Source: an optimization exercise on an open RTL-to-GDS flow (aim: small area). Production flows keep margins and buffers that such runs may drop. At most, simulation tests tie the RTL to the original design; equivalence was not proved.

Setup of JK:
Design sp_noise_removal, start of the top module:
module sp_noise_removal
#(
    parameter int SIGMA = 160
) (
    input  logic        clk,
    input  logic        rst_n,
    input  logic        en_i,
    input  logic [59:0] col_i,
    input  logic        border_pass_i,
    output logic [11:0] data_o,
    output logic        en_o
);
Size: roughly 280 flip-flops, about 77 I/O pins, about 23000 um^2 of cells after synthesis.
==> flow/config.mk <==
export PLATFORM = sky130hd
export DESIGN_NAME = sp_noise_removal
export DESIGN_NICKNAME = sp_noise_removal
export VERILOG_FILES = /design/flow/design.v
export SDC_FILE = /design/flow/constraint.sdc
export NUM_CORES = 4
export LEC_CHECK = 0
export CAP_MARGIN = 20
export CORE_MARGIN = 2
export CORE_UTILIZATION = 40
export SLEW_MARGIN = 20
==> flow/constraint.sdc <==
create_clock -name core_clock -period 6.0 [get_ports {clk}]
set_input_delay 1.2000 -clock core_clock [delete_from_list [all_inputs] [get_ports {clk}]]
set_output_delay 1.2000 -clock core_clock [all_outputs]
set_load 0.01 [all_outputs]
run.sh (not shown) runs the stock make flow with config.mk's settings and CLKGATE_MAP_FILE= SYNTH_SCRIPT=/design/flow/synth_recipe.tcl, a recipe that flattens the netlist after the stock synthesis.
No stage failed in JK, and the final checks on the layout all came back clean.
[inputs] MS vs JK
--- a/flow/config.mk
+++ b/flow/config.mk
@@ -7,2 +7,3 @@
 export LEC_CHECK = 0
+export ABC_AREA = 1
 export CAP_MARGIN = 20
@@ -10,2 +11,3 @@
 export CORE_UTILIZATION = 40
+export GPL_TIMING_DRIVEN = 0
 export SLEW_MARGIN = 20
### Flow results
- JK → MS: x dimension of the die went up by about 3%; final critical-path share of the clock period lower; share of cell area taken by flip-flops and latches grew by 1.6 points.
- Wire length on met3, MS vs JK: up by more than a quarter
- MS: all stages complete, timing, DRC and antenna checks passed
- The lower global router's overall resource usage came out of MS.
No run of this note included a check of the RTL's function; only the layout flow was run.

* * *

== job 5602 ==
The RTL this note starts from:
==> flow/design.v <==
`default_nettype none
package sp_pixel_pkg;
    localparam int PIX_W   = 12;
    localparam int PIX_MAX = (1 << PIX_W) - 1;   
    localparam int WIN_N   = 5;
    localparam int WIN_MID = WIN_N / 2;   
    typedef logic [PIX_W-1:0] pixel_t;
    typedef union packed {
        logic [WIN_N*PIX_W-1:0] flat;
        pixel_t [0:WIN_N-1]     pix;
    } column_t;
    localparam int QUANT       = 68;
    localparam int QUANT_SHIFT = 4;
endpackage
`default_nettype wire
`default_nettype none
package sp_ctrl_pkg;
    typedef enum logic [1:0] {
        IDLE = 2'd0,   
        FILL = 2'd1,   
        RUN  = 2'd2    
    } win_state_t;
    localparam int CALC_LAT = 4;
    localparam int TOP_LAT = CALC_LAT + 1;
endpackage
`default_nettype wire
`timescale 1ns/1ps
`default_nettype none
module sp_noise_removal
#(
    parameter int SIGMA = 160
) (
    input  logic        clk,
    input  logic        rst_n,
    input  logic        en_i,
    input  logic [59:0] col_i,
    input  logic        border_pass_i,
    output logic [11:0] data_o,
    output logic        en_o
);
    localparam int THRESH = (SIGMA * 68) >> 4;   
    localparam logic [11:0] LO_LIM = 12'(THRESH);          
    localparam logic [11:0] HI_LIM = 12'(4095 - THRESH);   
    logic [11:0] r0, r1, r2, r3, r4;
    assign r0 = col_i[59:48];
    assign r1 = col_i[47:36];
    assign r2 = col_i[35:24];
    assign r3 = col_i[23:12];
    assign r4 = col_i[11:0];
    logic [11:0] p0_1, p0_2, p0_3, p0_4, p0_5;
    logic [11:0] p1_1, p1_2, p1_3, p1_4;
    logic [11:0] p2_1, p2_2, p2_3, p2_4, p2_5;
    logic [11:0] p3_1, p3_2, p3_3, p3_4;
    logic [11:0] p4_1, p4_2, p4_3, p4_4, p4_5;
    always_ff @(posedge clk) begin
        p0_1 <= r0; p0_2 <= p0_1; p0_3 <= p0_2; p0_4 <= p0_3; p0_5 <= p0_4;
        p1_1 <= r1; p1_2 <= p1_1; p1_3 <= p1_2; p1_4 <= p1_3;
        p2_1 <= r2; p2_2 <= p2_1; p2_3 <= p2_2; p2_4 <= p2_3; p2_5 <= p2_4;
        p3_1 <= r3; p3_2 <= p3_1; p3_3 <= p3_2; p3_4 <= p3_3;
        p4_1 <= r4; p4_2 <= p4_1; p4_3 <= p4_2; p4_4 <= p4_3; p4_5 <= p4_4;
    end
    function automatic logic [11:0] absd(input logic [11:0] a, input logic [11:0] b);
        logic [11:0] p, g, pp, gg, c;
        logic        gt;
        p = ~(a ^ b);
        g = a & ~b;
        pp = p;
        gg = g;
        for (int l = 0; l < 4; l++) begin
            for (int i = 0; i < 12; i++) begin
                if ((i >> l) & 1) begin
                    gg[i] = gg[i] | (pp[i] & gg[((i >> l) << l) - 1]);
                    pp[i] = pp[i] & pp[((i >> l) << l) - 1];
                end
            end
        end
        gt = gg[11];
        c[0] = gt;
        for (int i = 1; i < 12; i++) c[i] = gg[i-1] | (pp[i-1] & gt);
        absd = p ^ c ^ {12{~gt}};
    endfunction
    function automatic logic [12:0] gsum(input logic [11:0] x, input logic [11:0] y);
        gsum = {1'b0, x} + {1'b0, y};
    endfunction
    function automatic logic [11:0] intp4(input logic [11:0] oa, input logic [11:0] ob,
                                          input logic [11:0] ia, input logic [11:0] ib);
        logic [10:0] x, y, z, w;
        logic [11:0] s1, c1, s2, c2;
        logic [12:0] t;
        x = oa[11:1];
        y = ob[11:1];
        z = ia[11:1];
        w = ib[11:1];
        s1 = {1'b0, x ^ y ^ z};
        c1 = {(x & y) | (x & z) | (y & z), 1'b0};
        s2 = s1 ^ c1 ^ {1'b0, w};
        c2 = {(s1[10:0] & c1[10:0]) | (s1[10:0] & w) | (c1[10:0] & w), 1'b0};
        t = {1'b0, s2} + {1'b0, c2} + {12'd0, oa[0] | ob[0]} + {12'd0, ia[0] | ib[0]} + 13'd1;
        intp4 = t[12:1];
    endfunction
    logic [12:0] g_h, g_v, g_d, g_z;
    assign g_h = gsum(absd(r2,   p2_4), absd(p2_1, p2_3));
    assign g_v = gsum(absd(p0_2, p4_2), absd(p1_2, p3_2));
    assign g_d = gsum(absd(r0,   p4_4), absd(p1_1, p3_3));
    assign g_z = gsum(absd(p0_4, r4  ), absd(p1_3, p3_1));
    logic lt_vh, lt_dh, lt_zh, lt_dv, lt_zv, lt_zd;
    assign lt_vh = g_v < g_h;
    assign lt_dh = g_d < g_h;
    assign lt_zh = g_z < g_h;
    assign lt_dv = g_d < g_v;
    assign lt_zv = g_z < g_v;
    assign lt_zd = g_z < g_d;
    logic [1:0] dir;   
    always_comb begin
        if (lt_zh && lt_zv && lt_zd)       dir = 2'd3;
        else if (lt_dh && lt_dv)           dir = 2'd2;
        else if (lt_vh)                    dir = 2'd1;
        else                               dir = 2'd0;
    end
    logic [1:0] dir_q;
    logic       border_q;
    always_ff @(posedge clk) begin
        dir_q    <= dir;
        border_q <= border_pass_i;
    end
    logic [11:0] oa, ob, ia, ib;
    always_comb begin
        case (dir_q)
            2'd0:    begin oa = p2_1; ob = p2_5; ia = p2_2; ib = p2_4; end
            2'd1:    begin oa = p0_3; ob = p4_3; ia = p1_3; ib = p3_3; end
            2'd2:    begin oa = p0_1; ob = p4_5; ia = p1_2; ib = p3_4; end
            default: begin oa = p0_5; ob = p4_1; ia = p1_4; ib = p3_2; end
        endcase
    end
    logic [11:0] intp;
    assign intp = intp4(oa, ob, ia, ib);
    logic replace;
    assign replace = !border_q &&
                     (((p2_3 == 12'd0)   && (intp > LO_LIM)) ||
                      ((p2_3 == 12'hfff) && (intp < HI_LIM)));
    always_ff @(posedge clk) begin
        data_o <= replace ? intp : p2_3;
    end
    logic [2:0] run_q;
    logic       full;
    logic       v1_q;
    assign full = run_q[2];
    always_ff @(posedge clk or negedge rst_n) begin
        if (!rst_n) begin
            run_q <= '0;
            v1_q  <= 1'b0;
            en_o  <= 1'b0;
        end else begin
            run_q <= !en_i ? 3'd0 : (full ? run_q : run_q + 3'd1);
            v1_q  <= en_i && full;
            en_o  <= v1_q;
        end
    end
endmodule
`default_nettype wire
Settings: LEC_CHECK=0, ABC_AREA=1, CAP_MARGIN=20, CORE_MARGIN=2, CORE_UTILIZATION=40, GPL_TIMING_DRIVEN=0, SLEW_MARGIN=20; clock period 6.0 ns.
Job 5602 went all the way through the flow, and no timing, DRC or antenna check failed.
## Diff of input files: job 4788 against job 5602
Settings: setting CTS_CLUSTER_SIZE to 30 for the first time; setting CTS_BUF_LIST to sky130_fd_sc_hd__clkbuf_4 for the first time.
Results
Job 4788 completed every stage of the flow, and the final layout passed the timing, DRC and antenna checks. Job 5602: all stages complete, timing, DRC and antenna checks passed. Delta(number of optimization iterations in the first detailed-route pass, job 4788 - job 5602) > 0. Comparing job 5602 with job 4788, the die span in x came out essentially unchanged. Sort job 4788 and job 5602 by number of gates resized after cts, descending, and job 5602 comes first. Job 4788 vs job 5602: global-route wire length before repair up in job 4788.

* * *

Another version of the RTL of sp_noise_removal (not shown whole).
Size in the first run: about 2300 cells after synthesis, roughly 77 I/O pins.
==> flow/config.mk <==
export PLATFORM = sky130hd
export DESIGN_NAME = sp_noise_removal
export DESIGN_NICKNAME = sp_noise_removal
export VERILOG_FILES = /design/flow/design.v
export SDC_FILE = /design/flow/constraint.sdc
export NUM_CORES = 4
export LEC_CHECK = 0
export ABC_AREA = 1
export CAP_MARGIN = 20
export CORE_MARGIN = 2
export CORE_UTILIZATION = 40
export SLEW_MARGIN = 20
==> flow/constraint.sdc <==
create_clock -name core_clock -period 6.0 [get_ports {clk}]
set_input_delay 1.2000 -clock core_clock [delete_from_list [all_inputs] [get_ports {clk}]]
set_output_delay 1.2000 -clock core_clock [all_outputs]
set_load 0.01 [all_outputs]
Rerun with:
Settings changed: GPL_TIMING_DRIVEN from default to 0.
Outcome: The changed run went through all stages and came out clean; wire length came out lower by 3.8%; final cell count goes down by 5.0%; setup slack gets better by 0.020 ns; final area goes down by 3.7%; via count came out lower by 2.8%; count of clock-buffer cells in the layout is unchanged; non-clock buffer count goes down by 161; synthesized area is unchanged.

* * *

sp_noise_removal, a different RTL version from the one above (not shown whole).
Size: about 77 I/O pins, about 17,000 µm² of cells after synthesis.
clock: 6.0 ns
lec_check: 0
abc_area: 1
cap_margin: 20
core_margin: 2
core_utilization: 40
cts_buf_list: sky130_fd_sc_hd__clkbuf_4
cts_cluster_size: 30
gpl_timing_driven: 0
slew_margin: 20
standard.sh (not shown) runs the stock make flow with config.mk's settings and CLKGATE_MAP_FILE= SYNTH_SCRIPT=/design/flow/synth_recipe.tcl, a recipe that flattens the netlist after the stock synthesis.
==> flow/flow/run.sh <==
#!/bin/bash
# The standard layout, except that ports are buffered with buf_1 and the clock
# tree is built without dummy loads. Synthesis and every other step are the
# standard flow's.
set -euo pipefail
bash standard.sh BUFFER_PORTS_ARGS="-buffer_cell sky130_fd_sc_hd__buf_1" \
  CTS_ARGS="-sink_clustering_enable -repair_clock_nets -sink_clustering_size 30 -buf_list sky130_fd_sc_hd__clkbuf_4 -dont_use_dummy_load -sink_buffer_max_cap_derate 0.6" \
  finish > standard_flow.log 2>&1
The first run finished with timing, DRC and antenna clean.
Edit:
--- a/flow/flow/run.sh
+++ b/flow/flow/run.sh
@@ -7 +7 @@
-  CTS_ARGS="-sink_clustering_enable -repair_clock_nets -sink_clustering_size 30 -buf_list sky130_fd_sc_hd__clkbuf_4 -dont_use_dummy_load -sink_buffer_max_cap_derate 0.6" \
+  CTS_ARGS="-sink_clustering_enable -repair_clock_nets -sink_clustering_size 30 -buf_list sky130_fd_sc_hd__clkbuf_4 -dont_use_dummy_load" \
The new run finished clean.
Wire length does not change.
Cell area is unchanged.
Setup slack is unchanged.
Register-to-register slack barely changes.
Global-route usage is unchanged.
Non-clock buffer count stays the same.
Edit:
--- a/flow/flow/run.sh
+++ b/flow/flow/run.sh
@@ -7 +7 @@
-  CTS_ARGS="-sink_clustering_enable -repair_clock_nets -sink_clustering_size 30 -buf_list sky130_fd_sc_hd__clkbuf_4 -dont_use_dummy_load" \
+  CTS_ARGS="-sink_clustering_enable -repair_clock_nets -sink_clustering_size 30 -buf_list sky130_fd_sc_hd__clkbuf_8 -dont_use_dummy_load -sink_buffer_max_cap_derate 0.5" \
The new run went through all stages and came out clean.
Wire length went down slightly.
Non-clock buffer count rose by 6.
Die area is unchanged.
Sequential share of layout area came out lower by 0.36 points.
Synthesized area does not change.
Edit:
==> flow/run.sh (new file) <==
#!/bin/bash
# synth_recipe.tcl (not shown) runs the flow's synth.tcl, then flattens the netlist and writes it again
# the make line also repeats each setting of config.mk as NAME=value (left out here)
make -C /OpenROAD-flow-scripts/flow DESIGN_CONFIG=/design/flow/config.mk WORK_HOME=/design/flow/orfs CLKGATE_MAP_FILE= SYNTH_SCRIPT=/design/flow/synth_recipe.tcl finish
removed: flow/flow/run.sh
removed: flow/standard.sh
After rerunning:
- non-clock buffer count is higher by 5
- via count grows by a few percent
- sequential share of layout area goes down by 1.4 points
- design area climbs by a few percent
- fmax barely changes
- count of clock-buffer cells in the layout rises by 45
- wire length goes up by a few percent
- clock skew decreases by 23 ps
- die area stays the same

* * *

Another version of the RTL of sp_noise_removal (not shown whole).
For scale: about 300 flip-flops, ~77 I/O pins, about 0.017 mm^2 of cells after synthesis.
Settings: LEC_CHECK=0, ABC_AREA=1, CAP_MARGIN=20, CORE_MARGIN=2, CORE_UTILIZATION=40, CTS_BUF_LIST=sky130_fd_sc_hd__clkbuf_4, CTS_CLUSTER_SIZE=30, GPL_TIMING_DRIVEN=0, SLEW_MARGIN=20; clock period 6.0 ns.
==> flow/flow/run.sh <==
#!/bin/bash
# The standard layout, except that ports are buffered with buf_1 and the clock
# tree is built without dummy loads. Synthesis and every other step are the
# standard flow's.
set -euo pipefail
bash standard.sh BUFFER_PORTS_ARGS="-buffer_cell sky130_fd_sc_hd__buf_1" \
  CTS_ARGS="-sink_clustering_enable -repair_clock_nets -sink_clustering_size 30 -sink_clustering_max_diameter 120 -buf_list sky130_fd_sc_hd__clkbuf_16 -dont_use_dummy_load" \
  finish > standard_flow.log 2>&1
Then changed:
==> flow/flow/run.sh (replaced) <==
#!/bin/bash
# The standard layout, except that ports are buffered with buf_1 and the clock
# tree is built without dummy loads. Synthesis and every other step are the
# standard flow's.
set -euo pipefail
bash standard.sh BUFFER_PORTS_ARGS="-buffer_cell sky130_fd_sc_hd__buf_1" \
  CTS_ARGS="-sink_clustering_enable -repair_clock_nets -sink_clustering_size 30 -buf_list sky130_fd_sc_hd__clkbuf_4 -dont_use_dummy_load" \
  finish > standard_flow.log 2>&1
Result: The new run went through all stages and came out clean; clock skew climbs by 0.059 ns; first-iteration DRC count falls by 8.7%; die area does not change; worst hold slack got worse by 0.049 ns.
Then changed:
Settings changed: CORE_UTILIZATION 40 to 65.
=> Flip-flop and latch count stays the same. Count of clock-buffer cells in the layout went down by 2. Routed wire length fell by 4.2%.

-- what the ideal ports hide --
In the flow no input, the clock included, has a driving cell. The finished layouts below were timed again as built, in two steps. Step 1 sets driving cells, clkbuf_16 on the clock port and buf_2 on the other inputs (assumed; they add their load-dependent delay and slew). Step 2, shift: input delay + t, output delay - t, t = (earliest + latest rising clock arrival at the registers) / 2. This alone moves slack from input paths to output paths. Three values: no drivers, after step 1, after step 2; two values: the first two.
run	t (ns)	slack for setup (ns)	clock arrival spread, ns
JK	0.619	0.092 / 0.106 / -0.513	0.030 / 0.030
MS	0.607	0.309 / 0.348 / -0.259	0.022 / 0.022
job 5602	0.619	0.317 / 0.349 / -0.270	0.011 / 0.011
job 4788	0.776	0.298 / 0.330 / -0.446	0.060 / 0.060
the first run of note 3	0.605	0.188 / 0.220 / -0.384	0.032 / 0.031
the second run of note 3	0.591	0.208 / 0.234 / -0.357	0.024 / 0.025
the first run of note 4	0.785	0.339 / 0.368 / -0.417	0.064 / 0.065
the second run of note 4	0.785	0.339 / 0.368 / -0.417	0.064 / 0.065
the third run of note 4	0.611	0.314 / 0.342 / -0.269	0.087 / 0.087
the fourth run of note 4	0.833	0.327 / 0.352 / -0.480	0.059 / 0.059
the first run of note 5	0.538	0.297 / 0.329 / -0.209	0.055 / 0.056
the second run of note 5	0.782	0.297 / 0.324 / -0.458	0.136 / 0.136
the third run of note 5	0.690	0.258 / 0.273 / -0.417	0.088 / 0.088
With both steps, setup timing fails in every run listed, where it was met with ideal ports. For the fourth run of note 4, which loses most, drivers alone change the setup slack by +0.025 ns; drivers and shift together by -0.807 ns.
